From an optimization exercise on the open Yosys and OpenROAD flow, aimed at a short achievable clock period and few clock cycles per item; shortcuts taken in it are not production practice. Where RTL was checked, it was by simulation tests only, not by an equivalence proof against the original. Power figures rest on the tool's default switching activity, not on a simulated workload.

==> run X: inputs <==
## calendar_time_add_minutes
module calendar_time_add_minutes #(
    parameter int MAX_ADD_MINUTES = 65535
) (
    input  wire logic                     clk,
    input  wire logic                     rst_n,
    input  wire logic                     cmd_valid,
    output wire logic                     cmd_ready,
    input  wire logic                     cmd_req_type,
    input  wire logic [cta_pkg::ADD_W-1:0]    cmd_add_minutes,
    input  wire logic [cta_pkg::DAY_W-1:0]    cmd_load_day,
    input  wire logic [cta_pkg::MONTH_W-1:0]  cmd_load_month,
    input  wire logic [cta_pkg::YEAR_W-1:0]   cmd_load_year,
    input  wire logic [cta_pkg::HOUR_W-1:0]   cmd_load_hour,
    input  wire logic [cta_pkg::MINUTE_W-1:0] cmd_load_minute,
    output wire logic                     rsp_valid,
    input  wire logic                     rsp_ready,
    output wire logic [cta_pkg::DAY_W-1:0]    rsp_out_day,
    output wire logic [cta_pkg::MONTH_W-1:0]  rsp_out_month,
    output wire logic [cta_pkg::YEAR_W-1:0]   rsp_out_year,
    output wire logic [cta_pkg::HOUR_W-1:0]   rsp_out_hour,
    output wire logic [cta_pkg::MINUTE_W-1:0] rsp_out_minute,
    output wire logic                     rsp_leap_flag,
    output wire logic [cta_pkg::DAY_W-1:0]    rsp_month_length
);
    localparam int SAT_W = ($clog2(MAX_ADD_MINUTES + 1) > ADD_W) ?
                           $clog2(MAX_ADD_MINUTES + 1) : ADD_W;
    function automatic logic [DAY_W-1:0] month_len(input logic [MONTH_W-1:0] month,
                                                   input logic leap);
        logic [DAY_W-1:0] len;
        case (month)
            4'd2:                    len = leap ? 5'd29 : 5'd28;
  ...
export LEC_CHECK = 0
export ABC_CLOCK_PERIOD_IN_PS = 1500
export CAP_MARGIN = 20
export CORE_MARGIN = 2
export CORE_UTILIZATION = 40
export SETUP_SLACK_MARGIN = 5
export SLEW_MARGIN = 20
create_clock -name core_clock -period 10.0 [get_ports {clk}]
standard.sh (not shown) runs the stock make flow with config.mk's settings and CLKGATE_MAP_FILE= SYNTH_SCRIPT=/design/flow/synth_recipe.tcl, a recipe that flattens the netlist after the stock synthesis.
==> flow/flow/run.sh <==
#!/bin/bash
set -euo pipefail
cd "$(dirname "$0")/.."
bash standard.sh SETUP_SLACK_MARGIN=8 finish > standard_make.log 2>&1
==> run H: changes against run X <==
--- a/flow/design.v
+++ b/flow/design.v
@@ -662,27 +662,36 @@
     assign leap1_add = (y_carry && leap2) || (!y_carry && st_leap1);
     always_ff @(posedge clk or negedge rst_n)
     begin
         if (!rst_n)
         begin
-            s0_v     <= 1'b0;
-            s1_v     <= 1'b0;
-            s2_v     <= 1'b0;
-            st_v     <= 1'b0;
+            s0_v <= 1'b0;
+            s1_v <= 1'b0;
+            s2_v <= 1'b0;
+            st_v <= 1'b0;
+        end
+        else
+        begin
+            s0_v <= cmd_fire;
+            s1_v <= s0_v;
+            s2_v <= s1_v;
+            st_v <= s2_v;
+        end
+    end
+    always_ff @(posedge clk)
+    begin
+        if (!rst_n)
+        begin
             st_doy   <= '0;
             st_mod   <= '0;
             st_year  <= RESET_YEAR;
             st_y400  <= '0;
             st_leap  <= 1'b1;
             st_leap1 <= 1'b0;
         end
         else
         begin
-            s0_v <= cmd_fire;
-            s1_v <= s0_v;
-            s2_v <= s1_v;
-            st_v <= s2_v;
             if (s2_load)
             begin
                 st_doy   <= s2_lleap ? s2_ldoy_l : s2_ldoy_n;
                 st_mod   <= s2_lmod;
                 st_year  <= s2_lyear;
==> flow/flow/run.sh (replaced) <==
#!/bin/bash
set -euo pipefail
cd "$(dirname "$0")/.."
bash standard.sh SETUP_SLACK_MARGIN=7 finish > standard_make.log 2>&1
==> run P: changes against run X <==
--- a/flow/design.v
+++ b/flow/design.v
@@ -15,11 +15,11 @@
     localparam logic [MONTH_W-1:0] MONTH_JAN = 4'd1;
     localparam logic [MONTH_W-1:0] MONTH_DEC = 4'd12;
     localparam logic [YEAR_W-1:0] RESET_YEAR = 16'd2000;
     localparam logic REQ_LOAD = 1'b0;
     localparam logic REQ_ADD  = 1'b1;
-    localparam int CAP    = 8;
+    localparam int CAP    = 7;
     localparam int QPTR_W = 3;
     localparam int QDEPTH = 1 << QPTR_W;
     localparam int CNT_W  = 5;
 endpackage
 `default_nettype wire
@@ -431,28 +431,24 @@
     logic              pop_reg;        
     logic              out_valid_reg;
     logic [QPTR_W-1:0] q_wr_reg, q_rd_reg;
     logic              q_wr_lap, q_rd_lap;
     assign cmd_fire = cmd_valid && cmd_ready_reg;
-    logic                s0_v;
     logic                s0_typ;
     logic [ADD_W-1:0]    s0_add;
     logic [DAY_W-1:0]    s0_day;
     logic [MONTH_W-1:0]  s0_month;
     logic [YEAR_W-1:0]   s0_year;
     logic [HOUR_W-1:0]   s0_hour;
     logic [MINUTE_W-1:0] s0_minute;
-    always_ff @(posedge clk)
-    begin
-        s0_typ    <= cmd_req_type;
-        s0_add    <= cmd_add_minutes;
-        s0_day    <= cmd_load_day;
-        s0_month  <= cmd_load_month;
-        s0_year   <= cmd_load_year;
-        s0_hour   <= cmd_load_hour;
-        s0_minute <= cmd_load_minute;
-    end
+    assign s0_typ    = cmd_req_type;
+    assign s0_add    = cmd_add_minutes;
+    assign s0_day    = cmd_load_day;
+    assign s0_month  = cmd_load_month;
+    assign s0_year   = cmd_load_year;
+    assign s0_hour   = cmd_load_hour;
+    assign s0_minute = cmd_load_minute;
     logic [ADD_W-1:0]    add_sat;
     logic [MONTH_W-1:0]  s0_month_c;
     logic [5:0]          s0_dq, s0_dr, s0_dq_p1, s0_dq_p2;
     logic [9:0]          s0_dq_m366, s0_dq_m365, s0_dq_m364, s0_dq_m363;
     logic [4:0]          s0_yrh, s0_yrl;
@@ -568,16 +564,16 @@
     begin
         s2_load <= s1_load;
         if (!s1_add)
         begin
             s2_m0   <= '0;
-            s2_m1   <= -(MOD_W+1)'(1440);
+            s2_m1   <= (MOD_W+1)'((1 << (MOD_W+1)) - 1440);
             s2_d0   <= '0;
             s2_d1   <= DOY_W'(1);
-            s2_d0_n <= -(DOY_W+1)'(365);
-            s2_d0_l <= -(DOY_W+1)'(366);
-            s2_d1_n <= -(DOY_W+1)'(364);
+            s2_d0_n <= (DOY_W+1)'((1 << (DOY_W+1)) - 365);
+            s2_d0_l <= (DOY_W+1)'((1 << (DOY_W+1)) - 366);
+            s2_d1_n <= (DOY_W+1)'((1 << (DOY_W+1)) - 364);
         end
         else if (s1_dc)
         begin
             s2_m0   <= {s1_drem, s1_alo};
             s2_m1   <= {s1_drem_m45, s1_alo};
@@ -610,10 +606,14 @@
     logic [YEAR_W-1:0]   st_year;
     logic [Y400_W-1:0]   st_y400;
     logic                st_leap;        
     logic                st_leap1;       
     logic                st_v;
+    logic [12:2]         st_am;          
+    logic [23:1]         st_ah;          
+    logic [12:2]         am_add, am_load;
+    logic [23:1]         ah_add, ah_load;
     logic [MOD_W-1:0]    m_sum0;
     logic [MOD_W:0]      m_sum1;
     logic                m_carry;
     logic [MOD_W-1:0]    m_new;
     logic [DOY_W-1:0]    d_sum0, d_sum1;
@@ -650,10 +650,37 @@
                      ({DOY_W{sel_01n}} & d_sum0_n[DOY_W-1:0]) |
                      ({DOY_W{sel_01l}} & d_sum0_l[DOY_W-1:0]) |
                      ({DOY_W{sel_10}}  & d_sum1) |
                      ({DOY_W{sel_11n}} & d_sum1_n[DOY_W-1:0]) |
                      ({DOY_W{sel_11l}} & d_sum1_l[DOY_W-1:0]);
+    always_comb
+    begin
+        for (int m = 2; m <= 12; m++)
+        begin
+            am_add[m] =
+                (sel_00  && (st_leap  ? (d_sum0 >= month_start(MONTH_W'(m), 1'b1)) :
+                                        (d_sum0 >= month_start(MONTH_W'(m), 1'b0)))) ||
+                (sel_10  && (st_leap  ? (d_sum1 >= month_start(MONTH_W'(m), 1'b1)) :
+                                        (d_sum1 >= month_start(MONTH_W'(m), 1'b0)))) ||
+                (sel_01n && (st_leap1 ? (d_sum0_n[DOY_W-1:0] >= month_start(MONTH_W'(m), 1'b1)) :
+                                        (d_sum0_n[DOY_W-1:0] >= month_start(MONTH_W'(m), 1'b0)))) ||
+                (sel_01l && (st_leap1 ? (d_sum0_l[DOY_W-1:0] >= month_start(MONTH_W'(m), 1'b1)) :
+                                        (d_sum0_l[DOY_W-1:0] >= month_start(MONTH_W'(m), 1'b0)))) ||
+                (sel_11n && (st_leap1 ? (d_sum1_n[DOY_W-1:0] >= month_start(MONTH_W'(m), 1'b1)) :
+                                        (d_sum1_n[DOY_W-1:0] >= month_start(MONTH_W'(m), 1'b0)))) ||
+                (sel_11l && (st_leap1 ? (d_sum1_l[DOY_W-1:0] >= month_start(MONTH_W'(m), 1'b1)) :
+                                        (d_sum1_l[DOY_W-1:0] >= month_start(MONTH_W'(m), 1'b0))));
+            am_load[m] = s2_lleap ? (s2_ldoy_l >= month_start(MONTH_W'(m), 1'b1)) :
+                                    (s2_ldoy_n >= month_start(MONTH_W'(m), 1'b0));
+        end
+        for (int h = 1; h < 24; h++)
+        begin
+            ah_add[h]  = (m_carry && (m_sum1[MOD_W-1:0] >= MOD_W'(60 * h))) ||
+                         (!m_carry && (m_sum0 >= MOD_W'(60 * h)));
+            ah_load[h] = (s2_lmod >= MOD_W'(60 * h));
+        end
+    end
     assign leap2     = (st_year[1:0] == 2'd2) &&
                        (st_y400 != 9'd98) && (st_y400 != 9'd198) && (st_y400 != 9'd298);
     assign y400_inc  = ((st_y400 == 9'd399) || (st_year == 16'hFFFF)) ? '0 : st_y400 + 1'b1;
     assign year_inc  = st_year + 1'b1;
     assign year_add  = ({YEAR_W{y_carry}} & year_inc) | ({YEAR_W{!y_carry}} & st_year);
@@ -662,49 +689,58 @@
     assign leap1_add = (y_carry && leap2) || (!y_carry && st_leap1);
     always_ff @(posedge clk or negedge rst_n)
     begin
         if (!rst_n)
         begin
-            s0_v     <= 1'b0;
-            s1_v     <= 1'b0;
-            s2_v     <= 1'b0;
-            st_v     <= 1'b0;
+            s1_v <= 1'b0;
+            s2_v <= 1'b0;
+            st_v <= 1'b0;
+        end
+        else
+        begin
+            s1_v <= cmd_fire;
+            s2_v <= s1_v;
+            st_v <= s2_v;
+        end
+    end
+    always_ff @(posedge clk)
+    begin
+        if (!rst_n)
+        begin
             st_doy   <= '0;
             st_mod   <= '0;
             st_year  <= RESET_YEAR;
             st_y400  <= '0;
             st_leap  <= 1'b1;
             st_leap1 <= 1'b0;
+            st_am    <= '0;
+            st_ah    <= '0;
+        end
+        else if (s2_load)
+        begin
+            st_am    <= am_load;
+            st_ah    <= ah_load;
+            st_doy   <= s2_lleap ? s2_ldoy_l : s2_ldoy_n;
+            st_mod   <= s2_lmod;
+            st_year  <= s2_lyear;
+            st_y400  <= s2_ly400;
+            st_leap  <= s2_lleap;
+            st_leap1 <= s2_lleap1;
         end
         else
         begin
-            s0_v <= cmd_fire;
-            s1_v <= s0_v;
-            s2_v <= s1_v;
-            st_v <= s2_v;
-            if (s2_load)
-            begin
-                st_doy   <= s2_lleap ? s2_ldoy_l : s2_ldoy_n;
-                st_mod   <= s2_lmod;
-                st_year  <= s2_lyear;
-                st_y400  <= s2_ly400;
-                st_leap  <= s2_lleap;
-                st_leap1 <= s2_lleap1;
-            end
-            else
-            begin
-                st_doy   <= d_new;
-                st_mod   <= m_new;
-                st_year  <= year_add;
-                st_y400  <= y400_add;
-                st_leap  <= leap_add;
-                st_leap1 <= leap1_add;
-            end
+            st_am    <= am_add;
+            st_ah    <= ah_add;
+            st_doy   <= d_new;
+            st_mod   <= m_new;
+            st_year  <= year_add;
+            st_y400  <= y400_add;
+            st_leap  <= leap_add;
+            st_leap1 <= leap1_add;
         end
     end
     logic [12:1]         after_month;    
-    logic [12:1]         after_month_n, after_month_l;
     logic [DAY_W-1:0]    day_n [1:12];
     logic [DAY_W-1:0]    day_l [1:12];
     logic [23:0]         after_hour;     
     logic [MONTH_W-1:0]  r_month;
     logic [DAY_W-1:0]    r_day;
@@ -716,13 +752,11 @@
     logic [RSP_W-1:0]    out_reg;
     always_comb
     begin
         for (int m = 1; m <= 12; m++)
         begin
-            after_month_n[m] = (st_doy >= month_start(MONTH_W'(m), 1'b0));
-            after_month_l[m] = (st_doy >= month_start(MONTH_W'(m), 1'b1));
-            after_month[m]   = st_leap ? after_month_l[m] : after_month_n[m];
+            after_month[m]   = (m == 1) || st_am[(m == 1) ? 2 : m];
             day_n[m]         = DAY_W'(st_doy - month_start(MONTH_W'(m), 1'b0) + 9'd1);
             day_l[m]         = DAY_W'(st_doy - month_start(MONTH_W'(m), 1'b1) + 9'd1);
         end
         r_month = '0;
         r_day   = '0;
@@ -736,11 +770,11 @@
                 r_len   = r_len | month_len(MONTH_W'(m), st_leap);
             end
         end
         for (int h = 0; h < 24; h++)
         begin
-            after_hour[h] = (st_mod >= MOD_W'(60 * h));
+            after_hour[h] = (h == 0) || st_ah[(h == 0) ? 1 : h];
         end
         r_hour   = '0;
         r_minute = '0;
         for (int h = 0; h < 24; h++)
         begin
@@ -753,23 +787,25 @@
     end
     assign r_rsp = {r_day, r_month, st_year, r_hour, r_minute, st_leap, r_len};
     logic [QPTR_W:0]     q_count;        
     logic                pop;            
     logic [QPTR_W-1:0]   q_rd_next;
-    logic [RSP_W-1:0]    out_keep, out_adv;
+    logic [RSP_W-1:0]    out_mem, out_next;
+    logic                out_new;
     assign q_count   = {q_wr_lap, q_wr_reg} - {q_rd_lap, q_rd_reg};
     assign pop       = out_valid_reg && rsp_ready;
     assign q_rd_next = q_rd_reg + 1'b1;
-    assign out_keep  = (q_count != '0) ? q_mem[q_rd_reg] : r_rsp;
-    assign out_adv   = (q_count > (QPTR_W+1)'(1)) ? q_mem[q_rd_next] : r_rsp;
+    assign out_mem   = pop ? q_mem[q_rd_next] : q_mem[q_rd_reg];
+    assign out_new   = pop ? (q_count <= (QPTR_W+1)'(1)) : (q_count == '0);
+    assign out_next  = ({RSP_W{out_new}} & r_rsp) | ({RSP_W{!out_new}} & out_mem);
     always_ff @(posedge clk)
     begin
         if (st_v)
         begin
             q_mem[q_wr_reg] <= r_rsp;
         end
-        out_reg <= pop ? out_adv : out_keep;
+        out_reg <= out_next;
     end
     always_ff @(posedge clk or negedge rst_n)
     begin
         if (!rst_n)
         begin
@@ -796,12 +832,12 @@
             else
             begin
                 out_valid_reg <= (q_count != '0) || st_v;
             end
             pop_reg  <= pop;
-            pend_reg <= pend_reg + CNT_W'(s0_v) - CNT_W'(pop_reg);
-            cmd_ready_reg <= ((pend_reg + CNT_W'(s0_v) + CNT_W'(cmd_ready_reg) + 1'b1)
+            pend_reg <= pend_reg + CNT_W'(s1_v) - CNT_W'(pop_reg);
+            cmd_ready_reg <= ((pend_reg + CNT_W'(s1_v) + CNT_W'(cmd_ready_reg) + 1'b1)
                               <= CNT_W'(CAP));
         end
     end
     assign cmd_ready        = cmd_ready_reg;
     assign rsp_valid        = out_valid_reg;
==> flow/flow/run.sh (replaced) <==
#!/bin/bash
set -euo pipefail
cd "$(dirname "$0")/.."
bash standard.sh SETUP_SLACK_MARGIN=7 finish > standard_make.log 2>&1
- CORE_UTILIZATION: 40 -> 55
==> qor summary <==
Global routing met1 resource utilization: run P 0.412; run X 0.303; run H 0.275
Worst Hold Slack: run P 0.324 ns; run X 0.320 ns; run H 0.324 ns
Switching Power: run P 5300 uW; run X 7370 uW; run H 5440 uW
Met2 track demand over resource in global routing: run P 0.548; run X 0.372; run H 0.328
Mapped Avg Cell Area: run P 10.2 um^2; run X 11.0 um^2; run H 10.9 um^2
Flop pwr share: run P 0.300; run X 0.240; run H 0.289
Basic-gate share of the synthesized area counting and, or, nand and nor cells: run P 0.124; run X 0.119; run H 0.119
Height of the die: run P 267 um; run X 307 um; run H 306 um
Worst Hold Endpoint: run P s2_lyear[4]; run X s2_lyear[9]; run H s2_lyear[14]
Comb. pwr: run P 6500 uW; run X 11000 uW; run H 7030 uW
Cell with the most instances after synthesis: run P dfxtp_1; run X nand2_1; run H dfxtp_1
Total design power: run P 13300 uW; run X 18400 uW; run H 14100 uW
Result of the run: run P timing/DRC/antenna clean; run X timing/DRC/antenna clean; run H timing/DRC/antenna clean
Testbench counts of run P, summed over its fixed seeds: cycles 2,432, items 2,400.
Only the layout flow was run in run X and run H; the RTL was not checked for function there.

-- port drivers added, routing unchanged --
No port has a modelled driver above. Below, the same layouts with a new extraction and two added sets of constraints.
Step 1 sets driving cells, clkbuf_16 on the clock port and buf_2 on the other inputs (assumed; they add their load-dependent delay and slew).
Step 2 also shifts input and output timing later by t, the mid clock arrival at the registers, as if the neighbouring blocks saw the same clock.
Three values: no drivers, after step 1, after step 2; two values: the first two.
| run | t, ns | slack for setup (ns) | slew at the worst register clock pin (ns) | worst data-port slew with drivers (ns) | cell pins on the clock port's net |
|---|---|---|---|---|---|
| run X | 0.695 | 6.752 / 6.744 / 6.740 | 0.07 / 0.07 | 0.05 | 1 |
| run H | 0.724 | 6.783 / 6.715 / 6.338 | 0.06 / 0.06 | 0.04 | 1 |
| run P | 0.697 | 6.770 / 6.766 / 6.318 | 0.07 / 0.07 | 0.05 | 1 |
After both steps setup and hold are still met in every run listed. For run P, which loses most, drivers alone change the setup slack by -0.004 ns; drivers and shift together by -0.452 ns.
